From an optimization exercise on the open Yosys and OpenROAD flow, aimed at small area and few clock cycles; shortcuts taken in it are not production practice. In this exercise RTL edits were held to simulation tests only and were not proved equivalent to the original. No activity file was given, so power comes from the tool's default toggle rates.

<file path="flow/config.mk">
export PLATFORM = sky130hd
export DESIGN_NAME = data_memory_ctrl
export DESIGN_NICKNAME = data_memory_ctrl
export VERILOG_FILES = /design/flow/design.v
export SDC_FILE = /design/flow/constraint.sdc
export NUM_CORES = 4
export LEC_CHECK = 0
export CAP_MARGIN = 20
export CORE_MARGIN = 2
export CORE_UTILIZATION = 40
export SLEW_MARGIN = 20
export SYNTH_HIERARCHICAL = 1
</file>
<file path="flow/constraint.sdc">
create_clock -name core_clock -period 4.0 [get_ports {clk}]
set_input_delay 0.8000 -clock core_clock [delete_from_list [all_inputs] [get_ports {clk}]]
set_output_delay 0.8000 -clock core_clock [all_outputs]
set_load 0.01 [all_outputs]
</file>
<file path="flow/design.v">
module data_memory_ctrl #(
  parameter int unsigned DATA_W = 32,
  parameter int unsigned ADDR_W = 8,
  parameter int unsigned DEPTH  = 64
) (
  input  logic                clk,
  input  logic                reset,
  input  logic                req,
  input  logic                we,
  input  logic [ADDR_W-1:0]   address,
  input  logic [DATA_W-1:0]   data,
  input  logic [DATA_W/8-1:0] byte_en,
  input  logic                clear_req,
  output logic                ready,
  output logic [DATA_W-1:0]   data_out,
  output logic                rvalid,
  output logic                err,
  output logic                busy
);
  localparam int unsigned LANES = DATA_W / 8;
  localparam int unsigned IDX_W = (DEPTH > 1) ? $clog2(DEPTH) : 1;
  logic               sweep_q;
  logic               phase;
  logic               ready_c;
  logic               accept;
  logic               in_range;
  logic               wr;
  logic [IDX_W-1:0]   idx;
  logic [DEPTH-1:0]   hit;
  logic [DATA_W-1:0]  mem [DEPTH];
  logic [DATA_W-1:0]  mem_nx [DEPTH];
  logic [DEPTH-1:0]   wsel_n;
  logic [LANES-1:0]   lwr [DEPTH];
  logic [DATA_W-1:0]  wbit;
  logic [LANES-1:0]   lane_n;
  logic               rd;
  logic [DATA_W-1:0]  data_out_q;
  logic               rvalid_q;
  logic               err_q;
  logic [DATA_W-1:0]  rword;
  logic [DEPTH-1:0]   rsel;
  assign in_range = ({1'b0, address} < (ADDR_W + 1)'(DEPTH));
  assign idx      = address[IDX_W-1:0];
  assign ready_c  = ~reset & ~sweep_q;
  assign accept   = req & ready_c;
  assign wr       = accept & we & in_range;
  always_comb begin
    for (int unsigned w = 0; w < DEPTH; w++)
      hit[w] = (idx == IDX_W'(w));
  end
  always_ff @(posedge clk or posedge reset) begin
    if (reset) begin
      sweep_q <= 1'b1;
      phase   <= 1'b0;
    end else begin
      sweep_q <= clear_req & ready_c;
      phase   <= ~phase;
    end
  end
  always_comb begin
    for (int unsigned b = 0; b < DATA_W; b++)
      wbit[b] = sweep_q ? phase
              : (wr & byte_en[b/8]) ? (data[b] ^ phase) : 1'b1;
    for (int unsigned i = 0; i < LANES; i++)
      lane_n[i] = ~(sweep_q | (wr & byte_en[i]));
    for (int unsigned w = 0; w < DEPTH; w++) begin
      wsel_n[w] = ~(sweep_q | hit[w]);
      for (int unsigned i = 0; i < LANES; i++)
        lwr[w][i] = ~(wsel_n[w] | lane_n[i]);
    end
  end
  for (genvar w = 0; w < DEPTH; w++) begin : g_w
    for (genvar b = 0; b < DATA_W; b++) begin : g_b
      data_memory_ctrl_nx u_nx (
        .wsel_n(wsel_n[w]), .wbit(wbit[b]), .lwr(lwr[w][b/8]), .q(mem[w][b]),
        .d(mem_nx[w][b])
      );
    end
  end
  always_ff @(posedge clk) begin
    for (int unsigned w = 0; w < DEPTH; w++)
      mem[w] <= mem_nx[w];
  end
  always_ff @(posedge clk or posedge reset) begin
    if (reset) begin
      rvalid_q <= 1'b0;
      err_q    <= 1'b0;
    end else begin
      rvalid_q <= accept & ~we;
      err_q    <= accept & ~in_range;
    end
  end
  assign rd = accept & ~we & in_range;
  assign rsel = hit;
  for (genvar b = 0; b < DATA_W; b++) begin : g_rd
    logic [DEPTH-1:0] col;
    for (genvar w = 0; w < DEPTH; w++) begin : g_col
      assign col[w] = mem[w][b];
    end
    data_memory_ctrl_rd #(.N(DEPTH)) u_rd (.sel(rsel), .col(col), .o(rword[b]));
  end
  always_ff @(posedge clk) begin
    data_out_q <= rd ? (rword ^ {DATA_W{phase}}) : '0;
  end
  assign ready    = ready_c;
  assign busy     = ~ready_c;
  assign data_out = data_out_q;
  assign rvalid   = rvalid_q;
  assign err      = err_q;
endmodule
module data_memory_ctrl_rd #(
  parameter int unsigned N = 64
) (
  input  logic [N-1:0] sel,
  input  logic [N-1:0] col,
  output logic         o
);
  localparam int unsigned G = N / 3;
  localparam int unsigned R = N - 3 * G;
  logic [G+R-1:0] g_n;
  for (genvar g = 0; g < G; g++) begin : g_grp
    data_memory_ctrl_aoi3 u_aoi (.s(sel[3*g +: 3]), .c(col[3*g +: 3]), .y(g_n[g]));
  end
  for (genvar r = 0; r < R; r++) begin : g_rem
    assign g_n[G+r] = ~(sel[3*G+r] & col[3*G+r]);
  end
  assign o = ~&g_n;
endmodule
module data_memory_ctrl_aoi3 (
  input  logic [2:0] s,
  input  logic [2:0] c,
  output logic       y
);
  assign y = ~|(s & c);
endmodule
module data_memory_ctrl_nx (
  input  logic wsel_n,
  input  logic wbit,
  input  logic lwr,
  input  logic q,
  output logic d
);
  assign d = ~((wsel_n | wbit) & (lwr | q));
endmodule
</file>
<file path="flow/run.sh">
#!/bin/bash
# synth_recipe.tcl (not shown) runs the flow's synth.tcl, then flattens the netlist and writes it again
# the make line also repeats each setting of config.mk as NAME=value (left out here)
make -C /OpenROAD-flow-scripts/flow DESIGN_CONFIG=/design/flow/config.mk WORK_HOME=/design/flow/orfs CLKGATE_MAP_FILE= SYNTH_SCRIPT=/design/flow/synth_recipe.tcl finish
</file>
==> qor.csv <==
stage;metric;value;unit
status;status;finished clean;
run;# Max-Cap Violations;0;
timing;RSZ-0062 raised after global routing;false;
drt;final WL;270.0;mm
drt;Vias/cell;7.048;
synthesis;simple-gate area share of the yosys netlist;3.836;%
final_layout;area of the multi-input gates;25760;um^2
floorplan;Top Ports;85;
setup_path;CP cell instances;clkdlybuf4s50_1 > buf_12 > nand4bb_1 > buf_12 > nor2_4 > buf_12 > buf_4 > a222oi_1 > nand4_1 > a211oi_1 > nand2_1 > xnor2_1 > nor2_1;
synthesis;Adder-Cell Fraction of Synth Area;0;%
pwr;Pwr Density;612.5;nW/um^2
global_routing;first-pass GRT wire length;394.4;mm
final_layout;filler cell count;14616;
synthesis;Syn Nets;5798;
setup_path;CP bufs+invs;5;
clocking;total CTS buffers;203;
drt;DR vias;62420;
clocking;TritonCTS clock tree;done;
global_routing;largest net degree at the start of global routing;107;
setup_path;CP arrival;4520;ps
clocking;CTS resizes;0;
setup_path;critical path capture point type;flip-flop;
synthesis;Async SR Flop Fraction;0.1919;%
setup_path;Crit path top cell by count;buf_12;
drt;number of remaining DRC errors;0;
clocking;H-tree levels;4;
setup_path;Required @ worst endpoint;4700;ps
final_layout;synthesis-to-finish area growth;24.35;%
final_layout;most frequent cells in the layout;dfxtp_1 (2,080), o22ai_1 (2,048), a222oi_1 (672), buf_4 (442), a21o_1 (256);
placed_design;pre-CTS setup slack;-403.6;ps
synthesis;Post-synth EDFFs;0;
final_layout;commonest non-fill, non-tap cell in the layout;dfxtp_1;
clocking;clock root buffer;clkbuf_16;
floorplan;chip width;413.4;um
placed_design;RD Place Congestion;0.9121;
final_layout;Util after Layout;49.96;%
timing;Max Clk Rate;0.2620;GHz
synthesis;Netlist cell types;35;
synthesis;post-synth top area cell;dfxtp_1;
timing;Slew @ Worst Pin;1178;ps
timing;minimum clock period;3816;ps
final_layout;fin area;83360;um^2
timing;fin crit share;95.40;%
min_path;hold crit path type;input pin to async pin;
synthesis;main combinational cell family by area after synthesis;compound AO/OA/AOI/OAI gates;
timing;Rel. slew slack;21.47;%
setup_path;Crit-path slowest cell;a211oi_1;
floorplan;Starting Density;40.18;%
placed_design;DP Area;76360;um^2
pwr;leakage;32.26;nW
clocking;postcts setup bufs;0;
synthesis;Seq cells post-synth;2084;
drt;Detail Route Antenna Nets;0;
pwr;Max IR drop VDD;0.4334;mV
final_layout;layout cells sized above 1;15.79;%
clocking;Hold Buf Count CTS;0;
synthesis;Synth Area in Compound Gates;32.84;%
synthesis;mux cell area share after synthesis;0;%
global_routing;Remaining Overflow, GRT;0;
synthesis;post-synthesis sequential area ratio;62.27;%
clocking;clk buf depth;3;
timing;Slew Viols, Final;0;
global_routing;GRT Total Usage;30.16;%
global_routing;initial antenna violation count;11;
timing;final hold vios;0;
drt;TritonRoute pass-1 iters;10;
floorplan;die span in y;413.4;um
clocking;clock latency on the worst-skew pair;860;ps
synthesis;Synth area leaders;dfxtp_1 (62%), o22ai_1 (19%), a222oi_1 (10%);
placed_design;Port Buffers;84;
timing;final setup violation count;0;
drt;wire per inst;30.48;um
synthesis;Synth Area in XOR/XNOR;0.4181;%
synthesis;Synth warnings;12;
timing;Fin Clk Skew;63.08;ps
synthesis;Yosys top cell area share;62.12;%
setup_path;Worst Setup Path Type;input pin to flip-flop;
timing;Fin Hold WS;272.5;ps
clocking;Sink Count;2084;
floorplan;total core area;166800;um^2
timing;setup TNS;0;ps
setup_path;Crit Path Max Fanout;16;
floorplan;FP Rows;150;
final_layout;Final Net Count;6529;
clocking;clock-pin transition on the worst setup and hold timing paths;60;ps
final_layout;Reg area;41750;um^2
synthesis;cells after synthesis;5749;
synthesis;area of the mapped netlist;67040;um^2
global_routing;vias in the first global route;59124;
synthesis;Avg Inst Size Synth;11.66;um^2
synthesis;Most used DFF post-synth;dfxtp_1;
timing;final worst slack;183.9;ps
floorplan;die area;170900;um^2
setup_path;Max stage delay on crit path;850;ps
placed_design;DP HPWL;168.0;mm
drt;Initial DRC Count;10981;
setup_path;startpoint types;input pin;
setup_path;CP top delay family;compound AO/OA/AOI/OAI gates;
[routing by layer]
metal | up-vias | part of all wire (%) | global-route usage, %
met5 | - | 0.020 | 0
met2 | 4270 | 42 | 43.90
met1 | 30658 | 40 | 41.41
li1 | 26836 | - | -
met4 | 8 | 5.5 | 16.11
met3 | 648 | 12 | 6.908
[cell type report]
class	count	area share, %
antenna	3	0.009006
clock buffer	299	7.203
clock inverter	75	1.141
inverter	3	0.01351
multi-input combinational	3564	30.90
sequential	2084	50.08
tap	2204	3.308
timing repair buffer	624	7.343
[cell usage after synthesis, types with 2 or more instances]
| cell type | instances |
|---|---|
| a211oi_1 | 32 |
| a21o_1 | 256 |
| a222oi_1 | 672 |
| a311oi_1 | 5 |
| and2_1 | 4 |
| buf_1 | 3 |
| buf_2 | 36 |
| clkbuf_1 | 58 |
| dfrtp_1 | 3 |
| dfxtp_1 | 2080 |
| inv_1 | 3 |
| nand2_1 | 70 |
| nand2b_1 | 2 |
| nand3_1 | 32 |
| nand4_1 | 156 |
| nand4b_1 | 4 |
| nand4bb_1 | 7 |
| nor2_1 | 156 |
| nor2_2 | 8 |
| nor2b_1 | 2 |
| nor4_1 | 37 |
| nor4bb_1 | 4 |
| o22ai_1 | 2048 |
| o311a_1 | 27 |
| or4b_1 | 3 |
| xnor2_1 | 32 |
[modules after synthesis, one instance, submodules excluded, a selection]
| module | cell area, um^2 | copies in the design | flip-flops and latches |
|---|---|---|---|
| data_memory_ctrl | 45860 | 1 | 2084 |
| data_memory_ctrl_aoi3 | 10.01 | 672 | 0 |
| data_memory_ctrl_nx | 6.256 | 2048 | 0 |
[worst paths after layout]
check	start	end	slack, ps	cells after the start
max	address[5]	data_out_q[21]$_SDFF_PN0_	180	13
min	reset	phase$_DFF_PP0_	270	2
max reg2reg	sweep_q$_DFF_PP1_	mem[0][15]$_DFF_P_	560	5
min reg2reg	mem[30][1]$_DFF_P_	mem[30][1]$_DFF_P_	450	1
max in group asynchronous	reset	sweep_q$_DFF_PP1_	3500	2
min in group core_clock	mem[30][1]$_DFF_P_	mem[30][1]$_DFF_P_	450	1
[where the power goes]
part | internal, mW | leakage (nW) | switching, mW
clock network | 11.3 | 3.40 | 8.49
logic | 2.18 | 11.4 | 2.65
registers | 24.5 | 17.5 | 1.99
[logic make-up (layout without fill, tap and decap cells)]
family	Yosys count	count (layout)
other	0	3
AOI/OAI and AO/OA	3040	3040
buffers and inverters	101	1001
and+or+nand+nor	492	492
xor gates and xnor gates	32	32
DFF	2084	2084
[flip-flops by register name, indices dropped and copies added, names as in the netlist]
register	flops
mem	2048
data_out_q	32
phase	1
err_q	1
rvalid_q	1
sweep_q	1
[metrics by stage]
step / instances / total power [mW]
3_3_place_gp: 8477 / 31.21
3_5_place_dp: 8478 / 31.43
6_report: 8856 / 51.06
4_1_cts: 8852 / 50.99
5_1_grt: 8855 / 52.68
2_1_floorplan: 5749 / 29.20
Testbench counts, summed over its fixed seeds: cycles 24,046.

## what the ideal ports hide
The flow's constraints put no driver on any port. The routed layout listed below was extracted and timed again, unchanged, in two steps.
Step 1 (the two cells are an assumption about what drives the block):
set clk [get_ports {clk}]
set_driving_cell -lib_cell sky130_fd_sc_hd__clkbuf_16 $clk
set_driving_cell -lib_cell sky130_fd_sc_hd__buf_2 [delete_from_list [all_inputs] $clk]
Step 2 moves the port delays by t, midway between the first and last clock arrival at a register: inputs arrive t later, outputs are due t later. That takes back most of the time a late clock gives input paths.
a / b / c = no drivers / after step 1 / after step 2; a / b = the first two.
t, ns: 0.906
slack for setup (ns): 0.184 / 0.218 / -0.688
clock arrival spread, ns: 0.069 / 0.069
slew at the worst register clock pin (ns): 0.07 / 0.07
worst slew at a driven data input, ns: 0.11
Met with ideal ports but missed after step 2: setup timing in this run. For this run, drivers alone change the setup slack by +0.034 ns; drivers and shift together by -0.872 ns.
